Source: an optimization exercise on an open RTL-to-GDS flow (aim: small area, a short achievable clock period and few clock cycles). Production flows keep margins and buffers that such runs may drop.
At most, simulation tests tie the RTL to the original design; equivalence was not proved.
Only the layout flow was run in run 2; the RTL was not checked for function there.
Power figures rest on the tool's default switching activity, not on a simulated workload.

==> flow/design.v <==
`timescale 1ns/1ps
`default_nettype none
module pipe_reg #(
    parameter int W = 1
) (
    input  logic         clk,
    input  logic         arst_n,
    input  logic         in_valid,
    input  logic [W-1:0] in_data,
    output logic         in_ready,
    output logic         out_valid,
    output logic [W-1:0] out_data,
    input  logic         out_ready
);
    logic [W-1:0] mem0;
    logic [W-1:0] mem1;
    logic         head;
    logic         tail;
    logic [1:0]   count;
    logic         push;
    logic         pop;
    assign in_ready  = (count != 2'd2);
    assign out_valid = (count != 2'd0);
    assign out_data  = head ? mem1 : mem0;
    assign push = in_valid && in_ready;
    assign pop  = out_valid && out_ready;
    always_ff @(posedge clk or negedge arst_n) begin
        if (!arst_n) begin
            head  <= 1'b0;
            tail  <= 1'b0;
            count <= 2'd0;
        end else begin
            if (push) begin
                tail <= ~tail;
            end
            if (pop) begin
                head <= ~head;
            end
            count <= count + {1'b0, push} - {1'b0, pop};
        end
    end
    always_ff @(posedge clk) begin
        if (push && !tail) begin
            mem0 <= in_data;
        end
        if (push && tail) begin
            mem1 <= in_data;
        end
    end
endmodule
`default_nettype wire
`timescale 1ns/1ps
`default_nettype none
module route_mask_stage (
    input  logic                                       clk,
    input  logic                                       arst_n,
    input  logic                                       in_valid,
    input  logic [8*(16 + 2 + (2 * (16 + 4 + 2)))-1:0]              in_pe,
    input  logic [4*8-1:0]             in_data,
    output logic                                       in_ready,
    output logic                                       out_valid,
    output logic [(16 + 1 + 4 * 8)-1:0]                         out_side,
    output logic [4*8-1:0]  out_sel,
    output logic [8*(2 * (16 + 4 + 2))-1:0]             out_rows,
    input  logic                                       out_ready
);
    localparam int NPE    = 8;
    localparam int HIW    = 4;
    localparam int AW     = 16;
    localparam int ROW_W  = (2 * (16 + 4 + 2));
    localparam int PE_W   = (16 + 2 + (2 * (16 + 4 + 2)));
    localparam int SIDE_W = (16 + 1 + 4 * 8);
    localparam int SEL_W  = HIW * NPE;
    localparam int MASK_W = SIDE_W + SEL_W + NPE * ROW_W;
    logic [AW-1:0]       head_addr;
    logic                delim;
    logic [SEL_W-1:0]    sel;
    logic [NPE*ROW_W-1:0] rows;
    logic [MASK_W-1:0]   d;
    logic [MASK_W-1:0]   q;
    always_comb begin
        head_addr = '0;
        delim     = 1'b0;
        sel       = '0;
        rows      = '0;
        for (int i = 0; i < NPE; i++) begin
            rows[i*ROW_W +: ROW_W] = in_pe[i*PE_W +: ROW_W];
            if (in_pe[i*PE_W + PE_W - 1]) begin
                head_addr = head_addr | in_pe[i*PE_W + ROW_W + 1 +: AW];
                delim     = delim | in_pe[i*PE_W + ROW_W];
            end
            for (int j = 0; j < HIW; j++) begin
                sel[j*NPE + i] = in_pe[i*PE_W + PE_W - 1] &&
                    (in_pe[i*PE_W + ROW_W + 1 +: 2] == j);
            end
        end
        head_addr[2-1:0] = '0;
    end
    assign d = {head_addr, delim, in_data, sel, rows};
    pipe_reg #(.W(MASK_W)) u_stage_reg (
        .clk       (clk),
        .arst_n    (arst_n),
        .in_valid  (in_valid),
        .in_data   (d),
        .in_ready  (in_ready),
        .out_valid (out_valid),
        .out_data  (q),
        .out_ready (out_ready)
    );
    assign out_side = q[MASK_W-1 -: SIDE_W];
    assign out_sel  = q[NPE*ROW_W +: SEL_W];
    assign out_rows = q[NPE*ROW_W-1:0];
endmodule
`default_nettype wire
`timescale 1ns/1ps
`default_nettype none
module lane_crossbar (
    input  logic                                       clk,
    input  logic                                       arst_n,
    input  logic                                       in_valid,
    input  logic [(16 + 1 + 4 * 8)-1:0]                         in_side,
    input  logic [4*8-1:0]  in_sel,
    input  logic [8*(2 * (16 + 4 + 2))-1:0]             in_rows,
    output logic                                       in_ready,
    output logic                                       out_valid,
    output logic [((16 + 1 + 4 * 8) + 4 * ((2 * (16 + 4 + 2)) + 1))-1:0]                         out_beat,
    input  logic                                       out_ready
);
    localparam int NPE    = 8;
    localparam int HIW    = 4;
    localparam int F      = 2;
    localparam int FL     = $clog2(2);
    localparam int STAGES = 
    ((3 + $clog2(2) - 1) / $clog2(2));
    localparam int ROW_W  = (2 * (16 + 4 + 2));
    localparam int SIDE_W = (16 + 1 + 4 * 8);
    localparam int LANE_W = ((2 * (16 + 4 + 2)) + 1);
    logic                     lvl_valid [STAGES+1];
    logic                     lvl_ready [STAGES+1];
    logic [SIDE_W-1:0]        lvl_side  [STAGES+1];
    logic [HIW*NPE-1:0]       lvl_sel   [STAGES+1];
    logic [HIW*NPE*ROW_W-1:0] lvl_rows  [STAGES+1];
    assign lvl_valid[0] = in_valid;
    assign in_ready     = lvl_ready[0];
    assign lvl_side[0]  = in_side;
    assign lvl_sel[0]   = in_sel;
    for (genvar j = 0; j < HIW; j++) begin : g_lane_in
        assign lvl_rows[0][j*NPE*ROW_W +: NPE*ROW_W] = in_rows;
    end
    for (genvar i = 0; i < STAGES; i++) begin : g_level
        localparam int IN_NUM  = NPE >> (i * FL);
        localparam int OUT_NUM = (IN_NUM > F) ? (IN_NUM / F) : 1;
        localparam int FACTOR  = IN_NUM / OUT_NUM;
        localparam int LW      = SIDE_W + HIW * OUT_NUM * (ROW_W + 1);
        logic [HIW*OUT_NUM-1:0]       d_sel;
        logic [HIW*OUT_NUM*ROW_W-1:0] d_rows;
        logic [LW-1:0]                d;
        logic [LW-1:0]                q;
        always_comb begin
            d_sel  = '0;
            d_rows = '0;
            for (int j = 0; j < HIW; j++) begin
                for (int k = 0; k < OUT_NUM; k++) begin
                    for (int m = 0; m < FACTOR; m++) begin
                        d_sel[j*OUT_NUM + k] = d_sel[j*OUT_NUM + k] |
                            lvl_sel[i][j*NPE + k*FACTOR + m];
                        d_rows[(j*OUT_NUM + k)*ROW_W +: ROW_W] =
                            d_rows[(j*OUT_NUM + k)*ROW_W +: ROW_W] |
                            (lvl_rows[i][(j*NPE + k*FACTOR + m)*ROW_W +: ROW_W] &
                             {ROW_W{lvl_sel[i][j*NPE + k*FACTOR + m]}});
                    end
                end
            end
        end
        assign d = {lvl_side[i], d_sel, d_rows};
        pipe_reg #(.W(LW)) u_level_reg (
            .clk       (clk),
            .arst_n    (arst_n),
            .in_valid  (lvl_valid[i]),
            .in_data   (d),
            .in_ready  (lvl_ready[i]),
            .out_valid (lvl_valid[i+1]),
            .out_data  (q),
            .out_ready (lvl_ready[i+1])
        );
        assign lvl_side[i+1] = q[LW-1 -: SIDE_W];
        for (genvar j = 0; j < HIW; j++) begin : g_lane_out
            assign lvl_sel[i+1][j*NPE +: NPE] =
                {{(NPE-OUT_NUM){1'b0}}, q[HIW*OUT_NUM*ROW_W + j*OUT_NUM +: OUT_NUM]};
            assign lvl_rows[i+1][j*NPE*ROW_W +: NPE*ROW_W] =
                {{((NPE-OUT_NUM)*ROW_W){1'b0}}, q[j*OUT_NUM*ROW_W +: OUT_NUM*ROW_W]};
        end
    end
    assign out_valid         = lvl_valid[STAGES];
    assign lvl_ready[STAGES] = out_ready;
    assign out_beat[((16 + 1 + 4 * 8) + 4 * ((2 * (16 + 4 + 2)) + 1))-1 -: SIDE_W] = lvl_side[STAGES];
    for (genvar j = 0; j < HIW; j++) begin : g_lane_beat
        assign out_beat[j*LANE_W +: LANE_W] =
            {lvl_sel[STAGES][j*NPE], lvl_rows[STAGES][j*NPE*ROW_W +: ROW_W]};
    end
endmodule
`default_nettype wire
`timescale 1ns/1ps
`default_nettype none
module reorder_crossbar (
    input  logic                                clk,
    input  logic                                arst_n,
    input  logic                                in_valid,
    input  logic [8*(16 + 2 + (2 * (16 + 4 + 2)))-1:0]       in_pe,
    input  logic [4*8-1:0]      in_data,
    output logic                                in_ready,
    output logic                                out_valid,
    output logic [((16 + 1 + 4 * 8) + 4 * ((2 * (16 + 4 + 2)) + 1))-1:0]                  out_beat,
    input  logic                                out_ready
);
    logic                                       mask_valid;
    logic                                       mask_ready;
    logic [(16 + 1 + 4 * 8)-1:0]                         mask_side;
    logic [4*8-1:0]  mask_sel;
    logic [8*(2 * (16 + 4 + 2))-1:0]             mask_rows;
    logic                                       xbar_valid;
    logic                                       xbar_ready;
    logic [((16 + 1 + 4 * 8) + 4 * ((2 * (16 + 4 + 2)) + 1))-1:0]                         xbar_beat;
    route_mask_stage u_mask (
        .clk       (clk),
        .arst_n    (arst_n),
        .in_valid  (in_valid),
        .in_pe     (in_pe),
        .in_data   (in_data),
        .in_ready  (in_ready),
        .out_valid (mask_valid),
        .out_side  (mask_side),
        .out_sel   (mask_sel),
        .out_rows  (mask_rows),
        .out_ready (mask_ready)
    );
    lane_crossbar u_xbar (
        .clk       (clk),
        .arst_n    (arst_n),
        .in_valid  (mask_valid),
        .in_side   (mask_side),
        .in_sel    (mask_sel),
        .in_rows   (mask_rows),
        .in_ready  (mask_ready),
        .out_valid (xbar_valid),
        .out_beat  (xbar_beat),
        .out_ready (xbar_ready)
    );
    pipe_reg #(.W(((16 + 1 + 4 * 8) + 4 * ((2 * (16 + 4 + 2)) + 1)))) u_out_reg (
        .clk       (clk),
        .arst_n    (arst_n),
        .in_valid  (xbar_valid),
        .in_data   (xbar_beat),
        .in_ready  (xbar_ready),
        .out_valid (out_valid),
        .out_data  (out_beat),
        .out_ready (out_ready)
    );
endmodule
`default_nettype wire
==> flow/run.sh <==
#!/bin/bash
# synth_recipe.tcl (not shown) runs the flow's synth.tcl, then flattens the netlist and writes it again
# the make line also repeats each setting of config.mk as NAME=value (left out here)
make -C /OpenROAD-flow-scripts/flow DESIGN_CONFIG=/design/flow/config.mk WORK_HOME=/design/flow/orfs CLKGATE_MAP_FILE= SYNTH_SCRIPT=/design/flow/synth_recipe.tcl finish
==> flow/config.mk <==
export PLATFORM = sky130hd
export DESIGN_NAME = reorder_crossbar
export DESIGN_NICKNAME = reorder_crossbar
export VERILOG_FILES = /design/flow/design.v
export SDC_FILE = /design/flow/constraint.sdc
export NUM_CORES = 4
export LEC_CHECK = 0
export CAP_MARGIN = 20
export CORE_AREA = 5 5 645 645
export DIE_AREA = 0 0 650 650
export SLEW_MARGIN = 20
==> flow/constraint.sdc <==
create_clock -name core_clock -period 4.0 [get_ports {clk}]
set_input_delay 0.8000 -clock core_clock [delete_from_list [all_inputs] [get_ports {clk}]]
set_output_delay 0.8000 -clock core_clock [all_outputs]
set_load 0.01 [all_outputs]
==> run notes, run 1 <==
STA
For this run, the top clock speed supported by timing is roughly 0.27 GHz. The max-slew violation total from the final report was 0. The headroom to the max-slew limit is between 20% and 30%. Setup repair after global routing left no endpoint under its margin. For the pin with the worst max-slew slack, the measured transition is 1.12 ns.

Setup violations remaining at the end of the flow were counted as 0. The final cycle utilization of the critical path is 94.1%. The final count of hold timing violations was 0.

After routing, the total negative slack on setup checks comes to 0 ns. The smallest hold slack is between 0.4 and 0.5 ns. The largest clock skew in the final design is 0.114 ns. The final critical path time including I/O delays and setup is between 3 and 4 ns.

Worst setup path
STA classifies the critical path startpoint as a flip-flop. The worst setup path is captured at an output port. The worst path arrival time is between 2 and 3 ns.

The endpoint identified for the worst register-to-register timing path is u_xbar.g_level[2].u_level_reg.mem1[137]$_DFFE_PP_. The worst setup path is of the flip-flop to output port kind. The setup check on the worst reg-to-reg path leaves a slack of 1.00 ns. The startpoint identified for the worst register-to-register timing path is u_xbar.g_level[1].u_level_reg.head$_DFFE_PN0P_. The top fanout value on the critical path is between 80 and 90. The path depth of the worst reg2reg path is 4. For the worst setup path, the data required time is between 3 and 4 ns.

Worst hold path
The path class of the tightest hold or removal check is input port to flip-flop. The number of cells traversed by the worst hold path is 1. In this run the most critical hold path is launched from in_pe[132]. The end of the worst hold path is u_mask.u_stage_reg.mem0[96]$_DFFE_PP_.

Logic synthesis
Counting flops and latches in the post-synthesis netlist gives between 4k and 5k. The synthesized netlist cell count is 8,115. The post-synthesis average cell area is 19.5 sq um. The sequential element share of the synthesized area is ~79%. For this run, the number of Yosys warnings is 16. Yosys mapped a number of flops with a built-in enable equal to just over 4k. sky130_fd_sc_hd__edfxtp_1 takes more of the synthesized area than any other cell. After synthesis, the netlist uses 29 different library cells.

The area share of the leading cell type in the synthesized netlist is between 70% and 80%. The most common flop cell mapped by yosys is sky130_fd_sc_hd__edfxtp_1. The post-synthesis async set-or-reset flop share is less than 1%. In the post-synthesis netlist, the biggest area contributors are sky130_fd_sc_hd__edfxtp_1 (78%), sky130_fd_sc_hd__mux2i_1 (8.9%), sky130_fd_sc_hd__o22ai_1 (4.9%). The post-synthesis instance area is between 0.15 and 0.2 sq mm.

Pwr
The power density over the cells is ~1100 mW/mm^2. The maximum ir drop on the vdd rail is 825 uV. For this design the static power due to leakage is ~64 nW.

Floorplan
The row count is around 240. In this run the standard cell core region covers around 0.4 sq mm. From left edge to right edge, the die measures approximately 650 um.

The floorplan die height is 650 um. Once the floorplan was initialized, standard cells occupied around two fifths of the core. The floorplan step defined a die boundary enclosing about 0.42 sq mm. around 760 I/O pins were placed.

Clock network
After clock tree synthesis, the clock-pin slew on the worst setup and hold paths is about 0.060 ns. The H-tree was split into 5 levels. The clock latency at the later pin of the worst-skew pair is roughly 0.99 ns. The number of clock sinks is around 4.1k. CTS placed an instance of sky130_fd_sc_hd__clkbuf_16 at the clock tree root. The largest buffer count on any clock path is 4. In this run, post-CTS repair resized a total of 0 instances. The number of clock buffers inserted by TritonCTS is approximately 420. TritonCTS built the clock tree.

Final layout
Relative to the synthesized area, the layout overhead comes to 18.3%. In the final layout, flip-flops and latches occupy around 0.12 sq mm. In the layout the commonest cells are sky130_fd_sc_hd__edfxtp_1 (4,118), sky130_fd_sc_hd__mux2i_1 (1,408), sky130_fd_sc_hd__o22ai_1 (1,233). Summing all multi-input logic gate instances after layout gives approximately 0.031 sq mm. The finished layout holds 14.9k standard cells, fillers aside.

The filler cell count in the final layout is approximately 34k. Leaving out fill and tap cells, the most frequent cell in the layout is sky130_fd_sc_hd__edfxtp_1. In the final layout, the share of cells above drive strength 1 is 16.5%. In the final design database the tool counted between 9k and 10k nets.

Placement
After legalization and detailed placement, the total HPWL measured ~300,000 um. Once placement completed, the tool counted placed cells totaling 14.2k. The port buffer count is 760. The weighted congestion at the end of routability-driven global placement is approximately 0.83.

Global routing
The number of global-route vias before repair is ~85k. Entering global routing, the biggest net connects 111 pins. The number of antenna violations at the first check in global routing is 107. The first-pass GRT wire length is between 600,000 and 700,000 um.

Global routing consumed, over all layers together, 20.9% of the routing resources. The global route total overflow is 0.

Drt
The overall routed net length is 461,000 um. The detailed router finished its first iteration with between 8k and 9k violations. In the final routed layout, each cell accounts on average for around 31 um. The detailed-route via count is about 83k. The residual DRC count is 0. After detailed routing, the number of vias per cell comes to 5.57. In this run the remaining antenna-violating nets after routing total 0. The first detailed-routing pass ran for 8 iterations.

Run status
The flow ran to the end and the layout has no timing, DRC or antenna violations.

Job
Max-cap violations in this run came to 0.
layer usage:
metal	share of wire [%]	track usage, %	vias to the layer above	wire [um]
met5	0.0046	0	-	21
met4	4.8	8.71	4	22000
met3	7.3	3.56	935	33600
met2	51	37.0	3933	236000
met1	37	25.3	43000	169000
li1	-	-	35500	-
synthesized netlist by cell type (29+ instances only):
library cell               count
sky130_fd_sc_hd__buf_4        68
sky130_fd_sc_hd__nand2_1      40
sky130_fd_sc_hd__a22oi_1      60
sky130_fd_sc_hd__buf_6        56
sky130_fd_sc_hd__mux2_2      595
sky130_fd_sc_hd__mux2i_1    1409
sky130_fd_sc_hd__mux2i_4      52
sky130_fd_sc_hd__o22ai_1    1234
sky130_fd_sc_hd__edfxtp_1   4118
sky130_fd_sc_hd__buf_2       314
sky130_fd_sc_hd__clkbuf_1     29
what timing repair did:
action,in CTS,in global routing
setup buffers,0,0
endpoints found under the hold margin,0,13
hold buffers,0,1
final cells by class:
cell class / instances / share of cell area [%]
antenna: 20 / 0.0267
tap: 5451 / 3.65
clock buffer: 501 / 5.83
sequential: 4138 / 66.4
timing repair buffer: 1056 / 6.03
inverter: 19 / 0.0381
clock inverter: 270 / 1.42
multi-input combinational: 3487 / 16.6
critical path: stages, from the launching register on:
cell                              delay [ns]
sky130_fd_sc_hd__dfrtp_4                0.46
sky130_fd_sc_hd__buf_12                 0.44
sky130_fd_sc_hd__mux2_2                 0.43
sky130_fd_sc_hd__clkdlybuf4s50_1        0.48
through the flow:
stage          utilization [%]  setup slack [ns]  power (mW)  area [sq um]
3_3_place_gp              42.4             0.825         157        173000
5_1_grt                   45.7             0.114         205        187000
2_1_floorplan                -             -8.38         106        158000
4_1_cts                   45.7             0.141         199        187000
6_report                  45.7             0.237         197        187000
3_5_place_dp              42.4             0.805         160        173000
sequential cells by signal (all words and copies together), names as in the netlist:
| name | flops |
|---|---|
| u_out_reg.count | 2 |
| u_xbar.g_level.u_level_reg.head | 3 |
| u_mask.u_stage_reg.count | 2 |
| u_out_reg.tail | 1 |
| u_xbar.g_level.u_level_reg.tail | 3 |
| u_mask.u_stage_reg.mem0 | 431 |
| u_out_reg.mem0 | 227 |
| u_mask.u_stage_reg.mem1 | 431 |
| u_xbar.g_level.u_level_reg.mem1 | 1401 |
| u_mask.u_stage_reg.tail | 1 |
| u_xbar.g_level.u_level_reg.mem0 | 1401 |
| u_mask.u_stage_reg.head | 1 |
| u_out_reg.mem1 | 227 |
| u_out_reg.head | 1 |
| u_xbar.g_level.u_level_reg.count | 6 |
power by group:
part	internal [mW]	switching, mW
Clock	21.9	16.5
Sequential	81.6	5.48
Combinational	23.4	48.6
worst max path at each step:
stage / startpoint / to / slack [ns] / cells after the start
floorplan: u_xbar.g_level[0].u_level_reg.count[1]$_DFF_PN0_ / u_xbar.g_level[0].u_level_reg.mem0[0]$_DFFE_PP_ / -8.38 / 3
global placement: in_valid / u_mask.u_stage_reg.mem0[90]$_DFFE_PP_ / 0.82 / 5
detailed placement: in_valid / u_mask.u_stage_reg.mem0[2]$_DFFE_PP_ / 0.81 / 5
CTS: u_out_reg.head$_DFFE_PN0P_ / out_beat[142] / 0.14 / 3
global route: u_out_reg.head$_DFFE_PN0P_ / out_beat[147] / 0.11 / 3
finish: u_out_reg.head$_DFFE_PN0P_ / out_beat[147] / 0.24 / 3
cells by family (layout without fill, tap and decap cells):
family / after synthesis / after routing / share of synthesized area, %
AOI/OAI and AO/OA: 1296 / 1296 / 5.18
xor gates and xnor gates: 20 / 20 / 0.111
adders and majority gates: 10 / 10 / 0.0791
buffers and inverters: 491 / 1846 / 1.89
DFF: 4138 / 4138 / 78.5
muxes: 2059 / 2059 / 13.9
other: 1 / 22 / 0.00237
and+or+nand+nor: 100 / 100 / 0.315
Testbench counts, summed over its fixed seeds: cycles 9,235.
==> inputs of run 2 (changes only) <==
==> flow/design.v (replaced) <==
`timescale 1ns/1ps
`default_nettype none
module reorder_crossbar (
    input  logic                                clk,
    input  logic                                arst_n,
    input  logic                                in_valid,
    input  logic [8*(16 + 2 + (2 * (16 + 4 + 2)))-1:0]       in_pe,
    input  logic [4*8-1:0]      in_data,
    output logic                                in_ready,
    output logic                                out_valid,
    output logic [((16 + 1 + 4 * 8) + 4 * ((2 * (16 + 4 + 2)) + 1))-1:0]                  out_beat,
    input  logic                                out_ready
);
    localparam int NPE    = 8;
    localparam int HIW    = 4;
    localparam int HIWL   = 2;
    localparam int AW     = 16;
    localparam int ROW_W  = (2 * (16 + 4 + 2));
    localparam int PE_W   = (16 + 2 + (2 * (16 + 4 + 2)));
    localparam int LANE_W = ((2 * (16 + 4 + 2)) + 1);
    localparam int DW     = HIW * 8;
    logic load;
    logic hold;
    assign load     = !out_valid || out_ready;
    assign hold     = !load;
    assign in_ready = load;
    logic [HIW-1:0] sel [NPE];
    logic [NPE-1:0] act;
    always_comb begin
        for (int i = 0; i < NPE; i++) begin
            act[i] = load && in_pe[i*PE_W + PE_W - 1];
            for (int j = 0; j < HIW; j++) begin
                sel[i][j] = act[i] &&
                    (in_pe[i*PE_W + ROW_W + 1 +: HIWL] == HIWL'(j));
            end
        end
    end
    logic [AW-1:HIWL]     head_q, head_d;
    logic                 delim_q, delim_d;
    logic [DW-1:0]        data_q, data_d;
    logic [HIW-1:0]       rv_q, rv_d;
    logic [ROW_W-1:0]     row_q [HIW];
    logic [ROW_W-1:0]     row_d [HIW];
    always_comb begin
        head_d  = {(AW-HIWL){hold}} & head_q;
        delim_d = hold & delim_q;
        for (int i = 0; i < NPE; i++) begin
            head_d  = head_d  | ({(AW-HIWL){act[i]}} & in_pe[i*PE_W + ROW_W + 1 + HIWL +: AW-HIWL]);
            delim_d = delim_d | (act[i] & in_pe[i*PE_W + ROW_W]);
        end
        data_d = load ? in_data : data_q;
        for (int j = 0; j < HIW; j++) begin
            rv_d[j]  = hold & rv_q[j];
            row_d[j] = {ROW_W{hold}} & row_q[j];
            for (int i = 0; i < NPE; i++) begin
                rv_d[j]  = rv_d[j]  | sel[i][j];
                row_d[j] = row_d[j] | ({ROW_W{sel[i][j]}} & in_pe[i*PE_W +: ROW_W]);
            end
        end
    end
    always_ff @(posedge clk or negedge arst_n) begin
        if (!arst_n) begin
            out_valid <= 1'b0;
        end else if (load) begin
            out_valid <= in_valid;
        end
    end
    always_ff @(posedge clk) begin
        head_q  <= head_d;
        delim_q <= delim_d;
        data_q  <= data_d;
        rv_q    <= rv_d;
        for (int j = 0; j < HIW; j++) row_q[j] <= row_d[j];
    end
    always_comb begin
        out_beat[((16 + 1 + 4 * 8) + 4 * ((2 * (16 + 4 + 2)) + 1))-1 -: AW-HIWL]   = head_q;
        out_beat[((16 + 1 + 4 * 8) + 4 * ((2 * (16 + 4 + 2)) + 1))-AW +: HIWL]       = '0;
        out_beat[DW + HIW*LANE_W]        = delim_q;
        out_beat[HIW*LANE_W +: DW]       = data_q;
        for (int j = 0; j < HIW; j++)
            out_beat[j*LANE_W +: LANE_W] = {rv_q[j], row_q[j]};
    end
endmodule
`default_nettype wire
--- a/flow/config.mk
+++ b/flow/config.mk
@@ -6,6 +6,6 @@
 export NUM_CORES = 4
 export LEC_CHECK = 0
 export CAP_MARGIN = 20
-export CORE_AREA = 5 5 645 645
-export DIE_AREA = 0 0 650 650
+export CORE_MARGIN = 2
+export CORE_UTILIZATION = 50
 export SLEW_MARGIN = 20
==> run 2 against run 1 <==
The flow now stops in I/O pin placement (3_2_place_iop). Area after synthesis down 89%. Synthesized cell count down 73%.
==> run notes, run 2 <==
Logic synthesis
The sequential element share of the synthesized area is about 27%. Of all cell types, the one taking the most synthesized area is sky130_fd_sc_hd__dfxtp_1. The most common flop cell mapped by yosys is sky130_fd_sc_hd__dfxtp_1. The leading cell type by number of instances after synthesis is sky130_fd_sc_hd__nand4_1.

After synthesis the netlist holds a flip-flop and latch count of between 200 and 250. The synthesized netlist cell count is between 2k and 2.5k. Counting instances in the post-synthesis netlist gives the leading cell types as sky130_fd_sc_hd__nand4_1 (451), sky130_fd_sc_hd__a22oi_1 (343), sky130_fd_sc_hd__clkbuf_1 (201), sky130_fd_sc_hd__dfxtp_1 (195), sky130_fd_sc_hd__nand2_1 (182). Yosys printed 4 warnings. Summed over its instances, the top area cell type makes up 21.5% of the synthesized netlist area. The post-synthesis average cell area is a little over 8 sq um. In the post-synthesis netlist, the biggest area contributors are sky130_fd_sc_hd__dfxtp_1 (21%), sky130_fd_sc_hd__nand4_1 (16%), sky130_fd_sc_hd__a22oi_1 (14%). The number of flops mapped to enable cells by yosys is 32.

In this run, distinct cell masters in the synthesized netlist total 44. Of all flip-flops after synthesis, the portion carrying an async set or reset was less than 1%. After synthesis the cells add up to between 0.015 and 0.02 sq mm.

Floorplan
The row count is between 60 and 70. Once the floorplan was initialized, standard cells occupied around half of the core. The floorplan step set the die height to ~190 um.

The die width is 195 um.

Run status
The run stopped with a tool error. The stage where the flow stopped is I/O pin placement (3_2_place_iop). The tool reported: "[ERROR PPL-0024] Number of IO pins (763) exceeds maximum number of available positions (698). Increase the die perimeter from 778.28um to 1037.68um".
==> run 2: cells by family after synthesis <==
family / Yosys count / synth area share (%)
AOI/OAI and AO/OA: 573 / 26.9
and+or+nand+nor: 1048 / 37.5
buffers and inverters: 362 / 8.63
other: 1 / 0.0207
DFF: 228 / 26.9
==> inputs of run 3 (changes only) <==
--- a/flow/design.v
+++ b/flow/design.v
@@ -1,3 +1,42 @@
+`timescale 1ns/1ps
+`default_nettype none
+module xbar_aoi3 (
+    input  logic [2:0] a,
+    input  logic [2:0] b,
+    output logic       y_n
+);
+    assign y_n = !((a[0] & b[0]) | (a[1] & b[1]) | (a[2] & b[2]));
+endmodule
+module xbar_aoi2 (
+    input  logic [1:0] a,
+    input  logic [1:0] b,
+    output logic       y_n
+);
+    assign y_n = !((a[0] & b[0]) | (a[1] & b[1]));
+endmodule
+module xbar_bit (
+    input  logic [7:0] en,
+    input  logic [7:0] d,
+    input  logic       hold,
+    input  logic       q,
+    output logic       nxt
+);
+    logic [2:0] t_n;
+    xbar_aoi3 u_t0 (.a(en[2:0]), .b(d[2:0]), .y_n(t_n[0]));
+    xbar_aoi3 u_t1 (.a(en[5:3]), .b(d[5:3]), .y_n(t_n[1]));
+    xbar_aoi3 u_t2 (.a({hold, en[7:6]}), .b({q, d[7:6]}), .y_n(t_n[2]));
+    assign nxt = !(&t_n);
+endmodule
+module xbar_hold_bit (
+    input  logic load,
+    input  logic d,
+    input  logic hold,
+    input  logic q,
+    output logic nxt
+);
+    assign nxt = (load & d) | (hold & q);
+endmodule
+`default_nettype wire
 `timescale 1ns/1ps
 `default_nettype none
 module reorder_crossbar (
@@ -41,22 +80,35 @@
     logic [HIW-1:0]       rv_q, rv_d;
     logic [ROW_W-1:0]     row_q [HIW];
     logic [ROW_W-1:0]     row_d [HIW];
+    logic [NPE-1:0]       lane_en  [HIW];
+    logic [NPE-1:0]       row_bits [ROW_W];
+    logic [NPE-1:0]       head_bits [AW];
+    logic [NPE-1:0]       delim_bits;
     always_comb begin
-        head_d  = {(AW-HIWL){hold}} & head_q;
-        delim_d = hold & delim_q;
         for (int i = 0; i < NPE; i++) begin
-            head_d  = head_d  | ({(AW-HIWL){act[i]}} & in_pe[i*PE_W + ROW_W + 1 + HIWL +: AW-HIWL]);
-            delim_d = delim_d | (act[i] & in_pe[i*PE_W + ROW_W]);
+            for (int j = 0; j < HIW; j++) lane_en[j][i] = sel[i][j];
+            for (int b = 0; b < ROW_W; b++) row_bits[b][i] = in_pe[i*PE_W + b];
+            for (int b = 0; b < AW; b++) head_bits[b][i] = in_pe[i*PE_W + ROW_W + 1 + b];
+            delim_bits[i] = in_pe[i*PE_W + ROW_W];
         end
-        data_d = load ? in_data : data_q;
-        for (int j = 0; j < HIW; j++) begin
-            rv_d[j]  = hold & rv_q[j];
-            row_d[j] = {ROW_W{hold}} & row_q[j];
-            for (int i = 0; i < NPE; i++) begin
-                rv_d[j]  = rv_d[j]  | sel[i][j];
-                row_d[j] = row_d[j] | ({ROW_W{sel[i][j]}} & in_pe[i*PE_W +: ROW_W]);
-            end
+    end
+    for (genvar b = HIWL; b < AW; b++) begin : g_head
+        xbar_bit u_bit (
+            .en(act), .d(head_bits[b]), .hold(hold), .q(head_q[b]), .nxt(head_d[b]));
+    end
+    xbar_bit u_delim (
+        .en(act), .d(delim_bits), .hold(hold), .q(delim_q), .nxt(delim_d));
+    for (genvar j = 0; j < HIW; j++) begin : g_lane
+        assign rv_d[j] = (hold & rv_q[j]) | (|lane_en[j]);
+        for (genvar b = 0; b < ROW_W; b++) begin : g_row
+            xbar_bit u_bit (
+                .en(lane_en[j]), .d(row_bits[b]), .hold(hold), .q(row_q[j][b]),
+                .nxt(row_d[j][b]));
         end
+    end
+    for (genvar b = 0; b < DW; b++) begin : g_data
+        xbar_hold_bit u_bit (
+            .load(load), .d(in_data[b]), .hold(hold), .q(data_q[b]), .nxt(data_d[b]));
     end
     always_ff @(posedge clk or negedge arst_n) begin
         if (!arst_n) begin
--- a/flow/config.mk
+++ b/flow/config.mk
@@ -6,6 +6,7 @@
 export NUM_CORES = 4
 export LEC_CHECK = 0
 export CAP_MARGIN = 20
-export CORE_MARGIN = 2
-export CORE_UTILIZATION = 50
+export CORE_AREA = 3 3 262 262
+export DIE_AREA = 0 0 265 265
 export SLEW_MARGIN = 20
+export SYNTH_HIERARCHICAL = 1
==> run 3 against run 2 <==
Area after synthesis fell by 34%. Synthesized cell count fell by 50%. The run now finishes clean.
==> run notes, run 3 <==
Logic synthesis
Counting flops with a built-in enable in the synthesized netlist gives 0. The distinct cell type count after synthesis is 33. Of all cell types, the one taking the most synthesized area is sky130_fd_sc_hd__a222oi_1. For this run, the number of Yosys warnings is 18. Among all flip-flop cells after synthesis, the most frequent one is sky130_fd_sc_hd__dfxtp_1. The post-synthesis instance area is roughly 0.012 sq mm. Of the synthesized area, sequential elements account for between 30% and 40%.

The synthesized flop and latch total is roughly 230. After synthesis, the mean cell area works out to about 11 sq um. By count the netlist is led by sky130_fd_sc_hd__a222oi_1 (573), sky130_fd_sc_hd__dfxtp_1 (227), sky130_fd_sc_hd__nand3_1 (197), sky130_fd_sc_hd__a22o_1 (32). sky130_fd_sc_hd__a222oi_1 is the most common cell in the netlist. Synthesis handed over a netlist of about 1.1k instances. Of all flip-flops after synthesis, the portion carrying an async set or reset was less than 1%. By area the synthesized netlist is led by sky130_fd_sc_hd__a222oi_1 (48%), sky130_fd_sc_hd__dfxtp_1 (38%), sky130_fd_sc_hd__nand3_1 (8.2%). Summed over its instances, the top area cell type makes up a little under half of the synthesized netlist area.

Final layout
The layout net count is ~2.5k. The register with the most flip-flops in the layout has 176 of them. The largest registers in the layout are row_q x176, data_q x32, head_q x14. Fill cells in the final layout number roughly 6.6k.

The library cell used most frequently in the layout, excluding fill and tap cells, is sky130_fd_sc_hd__clkdlybuf4s50_1. Ranked by flip-flop count, first place goes to row_q. In the layout the commonest cells are sky130_fd_sc_hd__clkdlybuf4s50_1 (760), sky130_fd_sc_hd__a222oi_1 (573), sky130_fd_sc_hd__dfxtp_1 (227). The ratio of cells with drive above 1 in the final layout is under 10%. The final standard cell count with taps included and fillers excluded is 2,843. The growth of design area from synthesis to finish is 87.0%.

Placement
At the end of routability-driven placement, the weighted congestion stood at slightly above 0.9. The port buffer count is between 700 and 800. In this run, placement finished with an instance count of 2,763. The post-detailed-placement half-perimeter wirelength is between 70,000 and 80,000 um.

Drt
The residual DRC count is 0. The first-pass detailed-route iteration total is 15. The routed length per placed instance is about 38 um. The initial DRC count is 6,776.

After detailed routing, the number of vias per cell comes to about 7.0. The detailed-route via count is around 20k. The remaining antenna violation count is 0. The routed design has 108,000 um of wire.

Global routing
The global router's overall resource usage is 28.3%. Global routing consumed, on the met2 layer, 45.5% of the routing resources. The maximum number of pins on one net before global-route repair is between 100 and 150. The number of global-route vias before repair is just under 20k.

The number of antenna violations at the first check in global routing came to between 40 and 50. The first global-routing pass estimated around 150,000 um of wire. The met3 layer usage reported by global route is 10.1%. After global routing, the most crowded layer is met2.

In the global route stage, met1 resource usage came out at between 30% and 40%. For this run the aggregate overflow at the end of global routing stands at 0.

Floorplan
The floorplan step set the die width to 265 um. Pin placement for this block handled around 760 I/O pins. Once the floorplan was initialized, standard cells occupied between 10% and 20% of the core. The floorplan has between 90 and 100 rows. The core region is 0.0661 sq mm. From bottom edge to top edge, the die measures roughly 270 um. The die covers 0.0702 sq mm.

Worst setup path
The element type at the critical path end is an output port. The critical path runs through a total of 3 cells. The kind of cell with the highest combined delay along the critical path is buffers and inverters. The cell repeated most along the worst path is sky130_fd_sc_hd__clkdlybuf4s50_1. Data on the critical path arrives at its endpoint at around 2.0 ns. The type of the worst setup path is input port to output port. Walking the worst path, the cells encountered are clkdlybuf4s50_1 > nand2b_4 > clkdlybuf4s50_1. The cell type of the slowest stage on the worst timing path is sky130_fd_sc_hd__clkdlybuf4s50_1. Measured in cells, the most critical reg-to-reg path has a length of 7. The critical path starts at out_ready. The origin of the critical flop-to-flop path is out_valid$_DFFE_PN0N_. The kind of start point of the critical path is an input port. The critical path endpoint is in_ready. Setup slack on the worst reg-to-reg path comes out at 1.53 ns. The capturing point of the worst reg2reg path is row_q[1][20]$_DFF_P_.

The longest individual stage delay on the worst path is ~0.56 ns. The count of buffer and inverter cells on the critical path is 2. The top fanout value on the critical path is 6. Data on the critical path is required at its endpoint by between 3 and 4 ns.

Run status
The run finished with no timing, DRC or antenna violations.

STA
Setup repair after global routing left no endpoint under its margin. The max-slew violation total from the final report came to 0. The final count of hold timing violations is 0. Setup violations remaining at the end of the flow were counted as 0. The routed design could run at a clock period as short as 2.80 ns. After routing, the total negative slack on setup checks comes to 0 ns. For this run, the top clock speed supported by timing is between 0.3 and 0.4 GHz. The largest clock skew in the final design is 0.0150 ns.

Dividing the final minimum period by the clock period gives between 70% and 80%. The headroom to the max-slew limit is about a third. For the pin with the worst max-slew slack, the measured transition is 0.998 ns. On the final layout, the worst hold slack is between 0.3 and 0.4 ns.

Pwr
The worst-case IR drop observed on VDD is approximately 250 uV. The power density over the cells is 382 mW/mm^2. The leakage component of the power is 7.73 nW. The completed layout was analyzed and its total power is around 8.6 mW.

Clock network
The largest buffer count on any clock path is 3. The hold buffer count at CTS is 0. Clock tree synthesis selected as its root buffer the cell sky130_fd_sc_hd__clkbuf_16. Post-CTS timing repair inserted 0 buffers for setup. The post-cts sizing count is 0. TritonCTS built the clock tree. The number of H-tree levels is 1. The number of clock sinks is between 200 and 250. After clock tree synthesis, the clock-pin slew on the worst setup and hold paths is about 0.060 ns. TritonCTS created 30 clock buffers. The clock latency at the later pin of the worst-skew pair is around 0.59 ns.

Job
Max-cap violations in this run came to 0.

Worst hold path
The type of the most critical hold path is input port to async pin.
run 3: cell count changes after synthesis, moves of 97 or more:
cell / delta
sky130_fd_sc_hd__and4_1: -97
sky130_fd_sc_hd__nand2_1: -175
sky130_fd_sc_hd__nand4_1: -450
sky130_fd_sc_hd__nor4b_1: -167
sky130_fd_sc_hd__a222oi_1: +570
sky130_fd_sc_hd__nand3_1: +187
sky130_fd_sc_hd__clkbuf_1: -200
sky130_fd_sc_hd__a22oi_1: -343
run 3: logic make-up (layout without fill, tap and decap cells):
group | Yosys count | in the layout | share of synthesized area (%)
DFF | 228 | 228 | 37.9
buffers and inverters | 10 | 859 | 0.498
other | 1 | 27 | 0.0311
AOI/OAI and AO/OA | 609 | 609 | 50.2
and+or+nand+nor | 256 | 256 | 11.4
run 3: worst register-to-register path: cells and delay by family (launching register included):
| kind | cells | cell delay [ns] |
|---|---|---|
| AOI/OAI and AO/OA | 1 | 0.54 |
| buffers and inverters | 2 | 0.77 |
| DFF | 1 | 0.40 |
| and+or+nand+nor | 4 | 0.63 |
run 3: how the worst min path moves through the flow:
stage | end | cells after the start | slack [ns]
floorplan | delim_q$_DFF_P_ | 2 | 0.48
global placement | data_q[0]$_DFF_P_ | 1 | 0.46
detailed placement | data_q[4]$_DFF_P_ | 1 | 0.46
CTS | out_valid$_DFFE_PN0N_ | 1 | 0.34
global route | out_valid$_DFFE_PN0N_ | 1 | 0.34
finish | out_valid$_DFFE_PN0N_ | 1 | 0.36
run 3: report_power, final:
group / internal [mW] / switching, mW
Clock: 1.64 / 1.18
Combinational: 1.52 / 1.34
Sequential: 2.65 / 0.280
Total: 5.80 / 2.80
run 3: per-module statistics from Yosys (local to each module, per instance):
module	cells	cell area, sq um	flops+latches	times used
xbar_aoi3	1	10.0	0	573
xbar_bit	1	5.00	0	191
reorder_crossbar	308	5090	228	1
xbar_hold_bit	1	8.76	0	32
run 3: layout make-up:
| class | count | area (sq um) | share of cell area (%) |
|---|---|---|---|
| diodes | 25 | 62.6 | 0.277 |
| repair buffers | 801 | 8140 | 36.1 |
| multi-input cells | 867 | 7680 | 34.1 |
| clock buffers | 47 | 926 | 4.11 |
| well taps | 864 | 1080 | 4.79 |
| inverters | 3 | 18.8 | 0.0832 |
| clock inverters | 8 | 71.3 | 0.316 |
| flip-flops and latches | 228 | 4570 | 20.3 |
run 3: routing by layer:
metal  up-vias  share of wire [%]
li1       7671                  -
met3       536                 15
met2      2317                 46
met1      9367                 32
met5         -              0.024
met4         4                7.6
run 3: per-stage QoR:
| stage | area (sq um) | setup slack (ns) | utilization (%) |
|---|---|---|---|
| floorplan | 12200 | 0.0738 | - |
| global placement | 21500 | 0.800 | 32.5 |
| detailed placement | 21500 | 0.725 | 32.5 |
| CTS | 22500 | 1.20 | 34.0 |
| global route | 22600 | 1.19 | 34.1 |
| finish | 22600 | 1.20 | 34.1 |
Testbench counts of run 3, summed over its fixed seeds: cycles 9,200.
==> inputs of run 4 (changes only) <==
--- a/flow/design.v
+++ b/flow/design.v
@@ -37,6 +37,15 @@
     assign nxt = (load & d) | (hold & q);
 endmodule
 `default_nettype wire
+`default_nettype none
+module xbar_ready (
+    input  logic out_valid,
+    input  logic out_ready,
+    output logic ready
+);
+    assign ready = !out_valid || out_ready;
+endmodule
+`default_nettype wire
 `timescale 1ns/1ps
 `default_nettype none
 module reorder_crossbar (
@@ -60,9 +69,9 @@
     localparam int DW     = HIW * 8;
     logic load;
     logic hold;
-    assign load     = !out_valid || out_ready;
-    assign hold     = !load;
-    assign in_ready = load;
+    xbar_ready u_load  (.out_valid(out_valid), .out_ready(out_ready), .ready(load));
+    xbar_ready u_ready (.out_valid(out_valid), .out_ready(out_ready), .ready(in_ready));
+    assign hold = !load;
     logic [HIW-1:0] sel [NPE];
     logic [NPE-1:0] act;
     always_comb begin
==> flow/flow/run.sh (new file) <==
#!/bin/bash
# Standard layout (standard.sh, the standard flow's own ORFS flow) with two changes:
#  - the port buffers are plain buf_1 cells instead of the delay buffers
#    buffer_ports picks by default (every port still gets its buffer);
#  - clock tree synthesis without dummy balancing loads.
# make's full output goes to standard.log; ORFS keeps each step's log under orfs/logs.
export BUFFER_PORTS_ARGS="-buffer_cell sky130_fd_sc_hd__buf_1"
export CTS_ARGS="-sink_clustering_enable -repair_clock_nets -dont_use_dummy_load"
bash standard.sh > standard.log 2>&1
==> flow/standard.sh (new file) <==
#!/bin/bash
# synth_recipe.tcl (not shown) runs the flow's synth.tcl, then flattens the netlist and writes it again
# the make line also repeats each setting of config.mk as NAME=value (left out here)
make -C /OpenROAD-flow-scripts/flow DESIGN_CONFIG=/design/flow/config.mk WORK_HOME=/design/flow/orfs CLKGATE_MAP_FILE= SYNTH_SCRIPT=/design/flow/synth_recipe.tcl "${@:-finish}"
--- a/flow/config.mk
+++ b/flow/config.mk
@@ -6,7 +6,12 @@
 export NUM_CORES = 4
 export LEC_CHECK = 0
 export CAP_MARGIN = 20
+export CELL_PAD_IN_SITES_DETAIL_PLACEMENT = 2
+export CELL_PAD_IN_SITES_GLOBAL_PLACEMENT = 2
 export CORE_AREA = 3 3 262 262
 export DIE_AREA = 0 0 265 265
+export PLACE_DENSITY = 0.45
+export SETUP_SLACK_MARGIN = 2.0
 export SLEW_MARGIN = 20
 export SYNTH_HIERARCHICAL = 1
+export TNS_END_PERCENT = 0
removed: flow/run.sh
==> run 4 against run 3 <==
Sequential cell count unchanged. Critical endpoint is now row_q[2][39]$_DFF_P_. Non-clock buffer count increased by 55. Clock-buffer cell count is 12 lower. Highest routed layer unchanged. Largest power group unchanged. Die area is the same. Sequential share of layout area grew 4.3 points. Maximum frequency grew 30%. Routed wire length is 25% higher. Area after synthesis grew 0.53%. Register-to-register slack better by 0.34 ns. First-iteration DRC count decreased by 26%. Via count increased by 1.6%. Still clean on timing, DRC and antenna.
==> run notes, run 4 <==
Run status
The flow ran to the end and the layout has no timing, DRC or antenna violations.

Pwr
The worst-case IR drop observed on VDD is between 200 and 250 uV. The leakage component of the power is slightly above 6 nW. Summing internal, switching and leakage power gives between 8 and 9 mW. The power density over the cells is around 440 mW/mm^2.

STA
Setup repair after global routing could not meet its margin everywhere. The max-slew violation total from the final report was 0. The final count of hold timing violations is 0.

The final number of setup-violating endpoints is 0. The actual slew at the worst max-slew pin is roughly 0.85 ns. The highest attainable clock frequency is ~0.47 GHz. The final critical path time including I/O delays and setup is 2.15 ns. The largest clock skew in the final design is between 0.03 and 0.04 ns.

Of the available clock period, the critical path in the final layout requires between 50% and 60%. The setup TNS is 0 ns. The headroom to the max-slew limit is between 40 and 50%.

Floorplan
The floorplan die height is 265 um. The row count is between 90 and 100. The effective utilization at floorplan is a little under a fifth. The die width is 265 um. The core box area is approximately 0.066 sq mm. The total die area is approximately 0.07 sq mm.

The number of primary I/O pins is 763.

Clock network
The number of clock buffers inserted by TritonCTS is 35. CTS placed an instance of sky130_fd_sc_hd__clkbuf_16 at the clock tree root. The clock-pin slew on the worst setup and hold paths is 0.06 ns. The hold buffer count at CTS is 0. The largest buffer count on any clock path is 3. The number of H-tree levels is 2.

CTS saw approximately 230 sinks. The CTS tree is yes. The clock latency at the later pin of the worst-skew pair is 0.56 ns.

Logic synthesis
Sorting the synthesized cells by how often they occur yields sky130_fd_sc_hd__a222oi_1 (573), sky130_fd_sc_hd__dfxtp_1 (227), sky130_fd_sc_hd__nand3_1 (193), sky130_fd_sc_hd__a22o_1 (32). After synthesis, the share of flip-flops with an asynchronous set or reset is less than 1%. Yosys mapped the design onto 31 distinct sky130hd cell types. A synthesized cell averages about 11 sq um.

The share of the Yosys chip area taken by registers is around 38%. In the synthesized netlist, the number of instances is approximately 1.1k. Counting flops and latches in the post-synthesis netlist gives about 230. The number of flops mapped to enable cells by yosys is 0. The area share of the leading cell type in the synthesized netlist is a little under half. Yosys attributes the largest share of cell area to sky130_fd_sc_hd__a222oi_1 (47%), sky130_fd_sc_hd__dfxtp_1 (37%), sky130_fd_sc_hd__nand3_1 (8.0%). The synthesized netlist occupies a cell area of between 0.01 and 0.015 sq mm.

The leading cell type by number of instances after synthesis is sky130_fd_sc_hd__a222oi_1. The most used flip-flop cell after synthesis is sky130_fd_sc_hd__dfxtp_1. The leading area contributor after synthesis is sky130_fd_sc_hd__a222oi_1.

The Yosys step of the flow raised 18 warnings.

Worst setup path
The type of the worst setup path is input port to flip-flop. The worst setup path is launched from an input port. The launch point of the critical path is in_pe[247].

Of all nets on the critical path, the largest fanout is 21. The number of cells on the worst reg-to-reg path is 6. Data on the critical path arrives at its endpoint at ~2.6 ns.

The element type at the critical path end is a flip-flop. The capturing point of the worst reg2reg path is row_q[1][15]$_DFF_P_. The critical path endpoint is row_q[2][39]$_DFF_P_.

The worst register-to-register path has a setup slack of about 1.9 ns. The required time of the worst setup path is between 4 and 5 ns. The origin of the critical flop-to-flop path is out_valid$_DFFE_PN0P_.

Final layout
The final core utilization is between 20% and 30%. The largest registers in the layout are row_q x176, data_q x32, head_q x14. The commonest non-fill, non-tap cell in the layout is sky130_fd_sc_hd__buf_1. From synthesis to final layout, the design area changed by 53.5%.

The layout net count is about 2.5k. In the layout the commonest cells are sky130_fd_sc_hd__buf_1 (752), sky130_fd_sc_hd__a222oi_1 (573), sky130_fd_sc_hd__dfxtp_1 (227). The register with the most flip-flops in the layout has between 150 and 200 of them. Of the cells placed in the final design, the portion with a size suffix greater than 1 is between 9 and 10%. Counting flops per register, the top entry is row_q.

Drt
The initial DRC count is 4,990. The routed length per placed instance is between 40 and 50 um. The count of nets left with antenna violations once routing finished came out at 0.

The detailed router placed slightly above 20k vias in this run. The first TritonRoute pass finished after 13 iterations. For this block, the routed nets add up to 135,000 um of wire. The residual DRC count is 0. In the routed layout, each cell is associated on average with a via count of ~7.

Placement
Routability-driven placement finished with a final weighted congestion of between 0.8 and 0.9. The post-detailed-placement half-perimeter wirelength is around 83,000 um. Input and output buffers added on the ports amount to 760.

Job
The max-capacitance violation count is 0.

Global routing
Entering global routing, the biggest net connects ~80 pins. The number of global-route vias before repair was 20.1k. The first global-routing pass estimated between 150,000 and 200,000 um of wire. The number of antenna violations at the first check in global routing is 45. The global route total overflow is 0.

Across every metal layer, demand over resource in global routing totals 35.2%.

Worst hold path
The tightest min-delay check is of the input port to async pin type.
run 4: worst min path at each step:
| stage | from | end | cells after the start |
|---|---|---|---|
| after floorplan | delim_q$_DFF_P_ | delim_q$_DFF_P_ | 2 |
| after global placement | data_q[15]$_DFF_P_ | data_q[15]$_DFF_P_ | 1 |
| after detailed placement | data_q[2]$_DFF_P_ | data_q[2]$_DFF_P_ | 1 |
| after CTS | arst_n | out_valid$_DFFE_PN0P_ | 1 |
| after global routing | arst_n | out_valid$_DFFE_PN0P_ | 1 |
| final | arst_n | out_valid$_DFFE_PN0P_ | 1 |
run 4: repair_timing:
| item | in CTS | in global routing |
|---|---|---|
| gates cloned | 13 | 9 |
| pin swaps | 12 | 18 |
| buffers inserted | 24 | 15 |
| gates resized for setup | 54 | 29 |
| endpoints found under the setup margin | 219 | 227 |
run 4: layer usage:
| metal | vias up | GRT usage [%] | part of all wire, % | wire [um] |
|---|---|---|---|---|
| met5 | - | 0 | 0.13 | 172 |
| met3 | 230 | 8.68 | 10 | 13900 |
| met1 | 10500 | 43.5 | 39 | 52200 |
| li1 | 7848 | - | - | - |
| met2 | 1569 | 59.5 | 47 | 63900 |
| met4 | 26 | 12.9 | 3.4 | 4620 |
run 4: cells by family after synthesis:
logic type / share of synthesized area [%]
compound gates: 49.8
simple gates: 11.7
flops: 37.7
buf+inv: 0.774
mux: 0.0929
other cells: 0.0309
run 4: per-module statistics from Yosys, one instance, submodules excluded:
| module | area [sq um] | cells | flops+latches | copies in the design |
|---|---|---|---|---|
| xbar_bit | 5.00 | 1 | 0 | 191 |
| xbar_hold_bit | 8.76 | 1 | 0 | 32 |
| xbar_aoi3 | 10.0 | 1 | 0 | 573 |
| reorder_crossbar | 5140 | 307 | 228 | 1 |
| xbar_ready | 6.26 | 1 | 0 | 2 |
run 4: power breakdown:
group          switching [mW]  total, mW  internal [mW]
combinational            1.60       2.45          0.851
clock                    1.21       2.74           1.53
sequential              0.328       2.98           2.66
run 4: worst max-delay path: stages:
cell                       delay [ns]
sky130_fd_sc_hd__buf_1           0.39
sky130_fd_sc_hd__nand4b_1        0.29
sky130_fd_sc_hd__inv_4           0.44
sky130_fd_sc_hd__buf_4           0.38
sky130_fd_sc_hd__a222oi_1        0.17
sky130_fd_sc_hd__nand3_1         0.13
run 4: cell type report:
cell class              count  area, sq um
repair buffers            856         4110
inverters                  12          143
well taps                 864         1080
multi-input cells         872         7740
repair inverters            2         17.5
flip-flops and latches    228         4570
fillers                  7589        47500
clock buffers              35          876
diodes                     31         77.6
run 4: stage by stage:
step           setup WS, ns  instances  hold slack (ns)  area (sq um)
6_report               1.85       2900           0.0671         18600
5_1_grt                1.82       2889           0.0512         18600
4_1_cts                1.90       2845           0.0473         18200
3_5_place_dp          0.697       2773            0.454         16700
3_3_place_gp          0.737       2773            0.452         16700
2_1_floorplan         -1.68       1106            0.477         12200
Testbench counts of run 4, summed over its fixed seeds: cycles 9,200.
==> inputs of run 5 (changes only) <==
==> flow/flow/run.sh (replaced) <==
#!/bin/bash
# Standard layout (standard.sh, the standard flow's own ORFS flow) with two changes:
#  - the port buffers are plain buf_1 cells instead of the delay buffers
#    buffer_ports picks by default (every port still gets its buffer);
#  - clock tree synthesis without dummy balancing loads, with sink clusters
#    of up to 20 registers within 150 um.
# make's full output goes to standard.log; ORFS keeps each step's log under orfs/logs.
export BUFFER_PORTS_ARGS="-buffer_cell sky130_fd_sc_hd__buf_1"
export CTS_ARGS="-sink_clustering_enable -repair_clock_nets -dont_use_dummy_load -sink_clustering_size 20 -sink_clustering_max_diameter 150"
bash standard.sh > standard.log 2>&1
==> run 5 against run 4 <==
Still clean. Routed wire length is essentially flat. Setup slack lost 0.051 ns. Register-to-register slack got worse by 0.05 ns. Global-route usage rose by 0.27 points. Sequential cell count stayed put. Critical path type unchanged. Largest power group unchanged. Highest routed layer unchanged.
==> run notes, run 5 <==
Global routing
Entering global routing, the biggest net connects 79 pins. Global routing finished with a remaining overflow of 0. The global router's overall resource usage is roughly 35%.

The first-pass GRT wire length is around 180,000 um. The number of global-route vias before repair was ~20k. The number of antenna violations at the first check in global routing is 37.

Logic synthesis
The distinct cell type count after synthesis is 31. The number of warnings issued by yosys is 18. Of the synthesized area, sequential elements account for 37.7%.

After synthesis, the cell types taking the most area are sky130_fd_sc_hd__a222oi_1 (47%), sky130_fd_sc_hd__dfxtp_1 (37%), sky130_fd_sc_hd__nand3_1 (8.0%). The biggest area contributor in the post-synthesis netlist is sky130_fd_sc_hd__a222oi_1. The post-synthesis average cell area is about 11 sq um.

The leading cell type by number of instances after synthesis is sky130_fd_sc_hd__a222oi_1. The number of flops mapped to enable cells by yosys is 0. The area share of the leading cell type in the synthesized netlist is a little under half. The synthesized netlist cell count is ~1.1k. By count the netlist is led by sky130_fd_sc_hd__a222oi_1 (573), sky130_fd_sc_hd__dfxtp_1 (227), sky130_fd_sc_hd__nand3_1 (193), sky130_fd_sc_hd__a22o_1 (32).

The synthesized flop and latch total is between 200 and 250. Among all flip-flop cells after synthesis, the most frequent one is sky130_fd_sc_hd__dfxtp_1. The post-synthesis instance area is about 0.012 sq mm. After synthesis, the share of flip-flops with an asynchronous set or reset is 0.439%.

STA
The final critical path time including I/O delays and setup is between 2 and 2.5 ns. The final count of hold timing violations was 0. The highest attainable clock frequency is ~0.45 GHz.

Headroom to the max-slew limit came out at between 40% and 50%. The final cycle utilization of the critical path is between 50% and 60%. The final number of setup-violating endpoints is 0. Setup repair after global routing could not meet its margin everywhere. The max-slew violation total from the final report was 0. For the final database, setup skew stands at between 0.02 and 0.025 ns. Hold timing on the final database bottoms out at a slack of 0.0709 ns. The actual slew at the worst max-slew pin is between 0.8 and 0.9 ns.

Clock network
For the worst-skew pair, the clock arrives at the later sink with an insertion delay of 0.52 ns. CTS built an H-tree with a depth of 1. The number of clock buffers inserted by TritonCTS is 15.

The largest buffer count on any clock path is 3. The clock-pin slew on the worst setup and hold paths is 0.09 ns. The buffer type at the clock tree root is sky130_fd_sc_hd__clkbuf_16. The number of clock sinks is 228. For this design, the CTS-stage hold fixing added 0 buffers. TritonCTS built the clock tree.

Run status
The run finished with no timing, DRC or antenna violations.

Drt
The initial DRC count is roughly 5.1k. Summed over all layers, the routed wires come to roughly 130,000 um. The detail-routed via count per cell is a little under 7. The residual DRC count is 0.

The count of nets left with antenna violations once routing finished came out at 0. The routed length per placed instance is between 40 and 50 um. The pre-antenna-repair detailed-routing pass consisted of 9 iterations. For this block, the via count after detailed routing is ~20k.

Placement
At the end of routability-driven placement, the weighted congestion stood at ~0.89. Once detailed placement completed, the half-perimeter wirelength came to approximately 83,000 um. During placement, the flow inserted port buffers numbering 760.

Worst setup path
Of all nets on the critical path, the largest fanout is 17. STA puts the critical path data arrival time at around 2.6 ns. STA classifies the critical path startpoint as an input port.

The critical path in this run is classified as input port to flip-flop. STA puts the critical path data required time at about 4.4 ns. STA classifies the critical path endpoint as a flip-flop.

Pwr
Dividing total power by cell area gives a power density of between 300 and 400 mW/mm^2. Overall power consumption after layout is estimated at around 7.1 mW. The maximum ir drop on the vdd rail is roughly 200 uV. The analysis attributes to cell leakage a power of between 6 and 7 nW.

Final layout
The filler cell count in the final layout is roughly 7.6k. Leaving out fill and tap cells, the most frequent cell in the layout is sky130_fd_sc_hd__buf_1. The sequential standard cell area is between 0.004 and 0.005 sq mm.

The library cells used most frequently in the layout, excluding fill and tap cells, are sky130_fd_sc_hd__buf_1 (757), sky130_fd_sc_hd__a222oi_1 (573), sky130_fd_sc_hd__dfxtp_1 (227). In the final layout, the registers with the most flip-flops are row_q x176, data_q x32, head_q x14. The register with the most flip-flops in the final layout is row_q.

The combined area of the multi-input logic cells is ~0.0077 sq mm. The layout net count is around 2.5k. The growth of design area from synthesis to finish is 51.9%.

The flip-flop count of the largest register, all copies and words added is approximately 180. The ratio of cells with drive above 1 in the final layout is about a tenth.

Floorplan
The die width is 265 um. After floorplanning, the core was sized to cover 0.0661 sq mm. The effective utilization at floorplan is 18.3%. Measured along the y axis, the die boundary spans 265 um.

In this run the core area contains 94 standard-cell rows. The die covers approximately 0.07 sq mm. The number of primary I/O pins is around 760.

Worst hold path
The worst hold path belongs to the class input port to async pin.

Job
Across the run, the number of max-cap violations was 0.
run 5: changes by cell type in the layout (fill, tap and decap cells not counted), moves of 5 or more:
cell / before / now
sky130_fd_sc_hd__buf_16: 5 / 11
sky130_fd_sc_hd__diode_2: 31 / 24
sky130_fd_sc_hd__buf_4: 52 / 61
sky130_fd_sc_hd__clkbuf_16: 39 / 20
sky130_fd_sc_hd__buf_1: 752 / 757
sky130_fd_sc_hd__clkbuf_2: 6 / 0
run 5: layout make-up:
cell class | count | share of cell area [%]
multi-input cells | 871 | 42.0
well taps | 864 | 5.87
clock buffers | 15 | 2.04
flip-flops and latches | 228 | 24.8
diodes | 24 | 0.326
repair buffers | 873 | 24.0
repair inverters | 4 | 0.170
inverters | 12 | 0.835
run 5: what timing repair did:
action | CTS | global route
pin swaps | 23 | 21
endpoints found under the setup margin | 226 | 234
resized for setup | 73 | 12
setup buffers | 36 | 14
hold endpoints to repair | 0 | 0
cloned | 21 | 8
run 5: cells by family (layout without fill, tap and decap cells):
family	count (synthesis)	after routing	synth area share [%]
muxes	1	1	0.0929
other	1	26	0.0309
AOI/OAI and AO/OA	607	607	49.8
buffers and inverters	19	904	0.774
and+or+nand+nor	249	261	11.7
DFF	228	228	37.7
run 5: routing by layer:
layer | wire length, um | part of all wire [%] | up-vias | global-route usage, %
li1 | - | - | 7831 | -
met1 | 50700 | 38 | 10300 | 43.9
met2 | 63600 | 47 | 1622 | 60.0
met3 | 15000 | 11 | 274 | 8.68
met4 | 5360 | 4.0 | 22 | 12.7
met5 | 137 | 0.10 | - | 0
run 5: critical path, cell delays in order:
cell and delay (ns):
sky130_fd_sc_hd__buf_1 0.43, sky130_fd_sc_hd__and4bb_4 0.67, sky130_fd_sc_hd__buf_4 0.43, sky130_fd_sc_hd__a222oi_1 0.18
sky130_fd_sc_hd__nand3_1 0.11
run 5: worst paths after layout:
| check | startpoint | endpoint | slack, ns | cells past startpoint |
|---|---|---|---|---|
| worst max-delay path | in_pe[61] | row_q[0][8]$_DFF_P_ | 1.80 | 5 |
| worst min-delay path | arst_n | out_valid$_DFFE_PN0P_ | 0.07 | 1 |
| worst max register to register | out_valid$_DFFE_PN0P_ | row_q[3][25]$_DFF_P_ | 1.82 | 7 |
| worst min register to register | data_q[2]$_DFF_P_ | data_q[2]$_DFF_P_ | 0.48 | 1 |
| max in group asynchronous | arst_n | out_valid$_DFFE_PN0P_ | 3.75 | 1 |
| min in group core_clock | data_q[2]$_DFF_P_ | data_q[2]$_DFF_P_ | 0.48 | 1 |
run 5: modules after synthesis (local to each module, per instance):
module	flip-flops and latches	area [sq um]	copies in the design
xbar_aoi3	0	10.0	573
xbar_hold_bit	0	8.76	32
reorder_crossbar	228	5140	1
xbar_ready	0	6.26	2
xbar_bit	0	5.00	191
run 5: metrics by stage:
stage | instances | cell area [sq um] | setup TNS, ns | util (%) | setup slack [ns]
after CTS | 2845 | 18100 | 0 | 27.3 | 1.86
after detailed placement | 2773 | 16700 | 0 | 25.2 | 0.697
final | 2891 | 18400 | 0 | 27.9 | 1.80
after global routing | 2885 | 18400 | 0 | 27.8 | 1.76
after floorplan | 1106 | 12200 | -155.81 | - | -1.68
after global placement | 2773 | 16700 | 0 | 25.2 | 0.737
run 5: power breakdown:
group,switching [mW],internal (mW),total (mW)
Clock,0.986,0.678,1.66
Combinational,1.60,0.878,2.48
Sequential,0.327,2.65,2.98
Total,2.92,4.21,7.12
==> inputs of run 6 (changes only) <==
--- a/flow/design.v
+++ b/flow/design.v
@@ -37,15 +37,6 @@
     assign nxt = (load & d) | (hold & q);
 endmodule
 `default_nettype wire
-`default_nettype none
-module xbar_ready (
-    input  logic out_valid,
-    input  logic out_ready,
-    output logic ready
-);
-    assign ready = !out_valid || out_ready;
-endmodule
-`default_nettype wire
 `timescale 1ns/1ps
 `default_nettype none
 module reorder_crossbar (
@@ -69,9 +60,9 @@
     localparam int DW     = HIW * 8;
     logic load;
     logic hold;
-    xbar_ready u_load  (.out_valid(out_valid), .out_ready(out_ready), .ready(load));
-    xbar_ready u_ready (.out_valid(out_valid), .out_ready(out_ready), .ready(in_ready));
-    assign hold = !load;
+    assign load     = !out_valid || out_ready;
+    assign hold     = !load;
+    assign in_ready = load;
     logic [HIW-1:0] sel [NPE];
     logic [NPE-1:0] act;
     always_comb begin
==> flow/flow/run.sh (replaced) <==
#!/bin/bash
# Standard layout (standard.sh, the standard flow's own ORFS flow) with two changes:
#  - the port buffers are plain buf_1 cells instead of the delay buffers
#    buffer_ports picks by default (every port still gets its buffer);
#  - clock tree synthesis without dummy balancing loads.
# make's full output goes to standard.log; ORFS keeps each step's log under orfs/logs.
export BUFFER_PORTS_ARGS="-buffer_cell sky130_fd_sc_hd__buf_1"
export CTS_ARGS="-sink_clustering_enable -repair_clock_nets -dont_use_dummy_load"
bash standard.sh > standard.log 2>&1
==> run 6 against run 5 <==
Combinational power down 9.7%. Cell count down 1.1%. Non-clock buffer count shrank 37. Area after synthesis fell by 0.53%. Utilization is 0.50 points lower. Sequential share of layout area grew 0.46 points. Routed wire length shrank 8.4%. Via count down 2.9%. Hold slack improved by 0.37 ns. Critical path depth shrank 1. Setup slack got worse by 0.063 ns. Critical path type is now input port to output port. Largest cell class unchanged. Largest power group unchanged.
==> run notes, run 6 <==
Pwr
The switching share of power is roughly 38%. The share of total power dissipated in sequential elements is ~38%. In this run, the clock network consumes 33.8% of the power. The leakage component of the power is between 5 and 6 nW. The cell-internal power is just under 5 mW.

Run status
The run finished with no timing, DRC or antenna violations.

Drt
The first-pass detailed-route iteration total is 13. The detailed-route via count is 19.5k. After detailed routing, the number of vias per cell comes to 6.81.

The initial DRC count is 4,333. The routed length per placed instance is between 40 and 50 um.

Global routing
The number of antenna violations at the first check in global routing is 36. The maximum number of pins on one net before global-route repair is 75. The global route total overflow is 0.

The global router's overall resource usage is approximately 33%. The first global-routing pass estimated 167,000 um of wire. The number of global-route vias before repair was 20.2k.

Final layout
The register with the most flip-flops in the layout has 176 of them. Leaving out fill and tap cells, the most frequent cell in the layout is sky130_fd_sc_hd__buf_1. The library cells used most frequently in the layout, excluding fill and tap cells, are sky130_fd_sc_hd__buf_1 (758), sky130_fd_sc_hd__a222oi_1 (573), sky130_fd_sc_hd__dfxtp_1 (227). The post-route netlist has under 10% of its cells at a drive strength greater than 1. More flip-flops sit in one register than any other, and that register is row_q. The largest registers in the layout are row_q x176, data_q x32, head_q x14. The layout net count is approximately 2.5k.

Logic synthesis
sky130_fd_sc_hd__a222oi_1 takes more of the synthesized area than any other cell. The number of warnings issued by yosys is 18. The synthesized flop and latch total is between 200 and 250.

The share of the Yosys chip area taken by registers is about 38%. The distinct cell type count after synthesis is 33. Of all flip-flops after synthesis, the portion carrying an async set or reset was less than 1%.

Ranked by instance count, the synthesized netlist is headed by sky130_fd_sc_hd__a222oi_1 (573), sky130_fd_sc_hd__dfxtp_1 (227), sky130_fd_sc_hd__nand3_1 (197), sky130_fd_sc_hd__a22o_1 (32).

Floorplan
approximately 760 I/O pins were placed. The die covers about 0.07 sq mm. Once the floorplan was initialized, standard cells occupied a little under a fifth of the core.

Placement
At the end of routability-driven placement, the weighted congestion stood at 0.861. The setup slack at placement is 0.499 ns.

STA
Setup repair after global routing could not meet its margin everywhere. The setup TNS is 0 ns. The final count of hold timing violations is 0.

The max-slew violation total from the final report is 0. The final critical path time including I/O delays and setup is between 2 and 2.5 ns. The highest attainable clock frequency is 0.442 GHz.

Clock network
The clock latency at the later pin of the worst-skew pair is between 0.5 and 0.6 ns. The H-tree was split into 2 levels. The CTS tree is yes.

The largest buffer count on any clock path is 3.

Worst setup path
The type of the worst setup path is input port to output port. The worst path arrival time is between 1 and 1.5 ns. The kind of start point of the critical path is an input port.
## run 6: cell types whose count changed after synthesis, moves of 2 or more
cell | before | now
sky130_fd_sc_hd__nor3_1 | 3 | 6
sky130_fd_sc_hd__and4_1 | 7 | 3
sky130_fd_sc_hd__nand2_1 | 3 | 7
sky130_fd_sc_hd__inv_1 | 12 | 2
sky130_fd_sc_hd__buf_2 | 0 | 2
sky130_fd_sc_hd__nand3_1 | 193 | 197
sky130_fd_sc_hd__nand4b_1 | 12 | 0
sky130_fd_sc_hd__and2_1 | 6 | 8
sky130_fd_sc_hd__nor3b_1 | 2 | 6
sky130_fd_sc_hd__nor4b_1 | 0 | 6
sky130_fd_sc_hd__and4bb_2 | 6 | 0
sky130_fd_sc_hd__nor2_1 | 2 | 8
## run 6: final cells by class
| cell class | count | area (sq um) |
|---|---|---|
| Antenna cell | 23 | 57.6 |
| Inverter | 3 | 40.0 |
| Clock buffer | 34 | 851 |
| Tap cell | 864 | 1080 |
| Multi-Input combinational cell | 869 | 7740 |
| Timing Repair inverter | 3 | 48.8 |
| Fill cell | 7616 | 48000 |
| Sequential cell | 228 | 4570 |
| Timing Repair Buffer | 836 | 3700 |
## run 6: critical path: stages
cell and delay, ns:
sky130_fd_sc_hd__buf_6 0.11, sky130_fd_sc_hd__nand2b_4 0.23, sky130_fd_sc_hd__buf_12 0.19, sky130_fd_sc_hd__buf_6 0.11
## run 6: layer usage
metal  part of all wire, %  track usage, %  up-vias
met5                  0.12               0        -
met4                   3.3            11.5       22
met1                    37            39.1    10100
met2                    49            58.2     1431
li1                      -               -     7712
met3                   9.9            8.26      199
## run 6: per-module statistics from Yosys, one instance, submodules excluded
| module | cell area [sq um] | cells inside |
|---|---|---|
| xbar_hold_bit | 8.76 | 1 |
| xbar_bit | 5.00 | 1 |
| xbar_aoi3 | 10.0 | 1 |
| reorder_crossbar | 5090 | 308 |
## run 6: power by group through the flow
stage | clock [mW] | combinational (mW) | sequential, mW
floorplan | 0 | 0.757 | 3.04
global placement | 0 | 2.14 | 3.00
detailed placement | 0 | 2.15 | 2.99
CTS | 2.73 | 2.22 | 2.96
global route | 2.80 | 2.37 | 2.99
finish | 2.66 | 2.24 | 2.96
## run 6: path summary, 6_finish.rpt
kind | slack (ns) | from | endpoint | depth (start not counted)
min in group asynchronous | 0.56 | arst_n | out_valid$_DFFE_PN0N_ | 2
worst min-delay path | 0.44 | in_valid | out_valid$_DFFE_PN0N_ | 2
max in group asynchronous | 3.33 | arst_n | out_valid$_DFFE_PN0N_ | 2
worst max register to register | 1.76 | out_valid$_DFFE_PN0N_ | head_q[12]$_DFF_P_ | 5
worst min register to register | 0.47 | data_q[19]$_DFF_P_ | data_q[19]$_DFF_P_ | 1
worst max-delay path | 1.74 | out_ready | in_ready | 4
## run 6: repair_timing
action,CTS,global route
endpoints found under the hold margin,1,0
pin swaps,7,0
endpoints found under the setup margin,218,228
gates resized for setup,22,8
buffers inserted,18,0
cloned,6,1
hold buffers,1,0
## run 6: metrics by stage
step	area, sq um	power, mW	util [%]	std cells
floorplan	12300	3.79	-	1105
global placement	16800	5.13	25.4	2777
detailed placement	16800	5.15	25.4	2777
CTS	18000	7.90	27.2	2836
global route	18100	8.16	27.3	2854
finish	18100	7.86	27.4	2860
## run 6: kinds of logic (layout without fill, tap and decap cells)
family	count (synthesis)	after routing	share of synthesized area (%)
compound gates	609	609	50.2
simple gates	256	258	11.4
flops	228	228	37.9
buf+inv	10	876	0.498
other cells	1	25	0.0311
Testbench counts of run 6, summed over its fixed seeds: cycles 9,200.
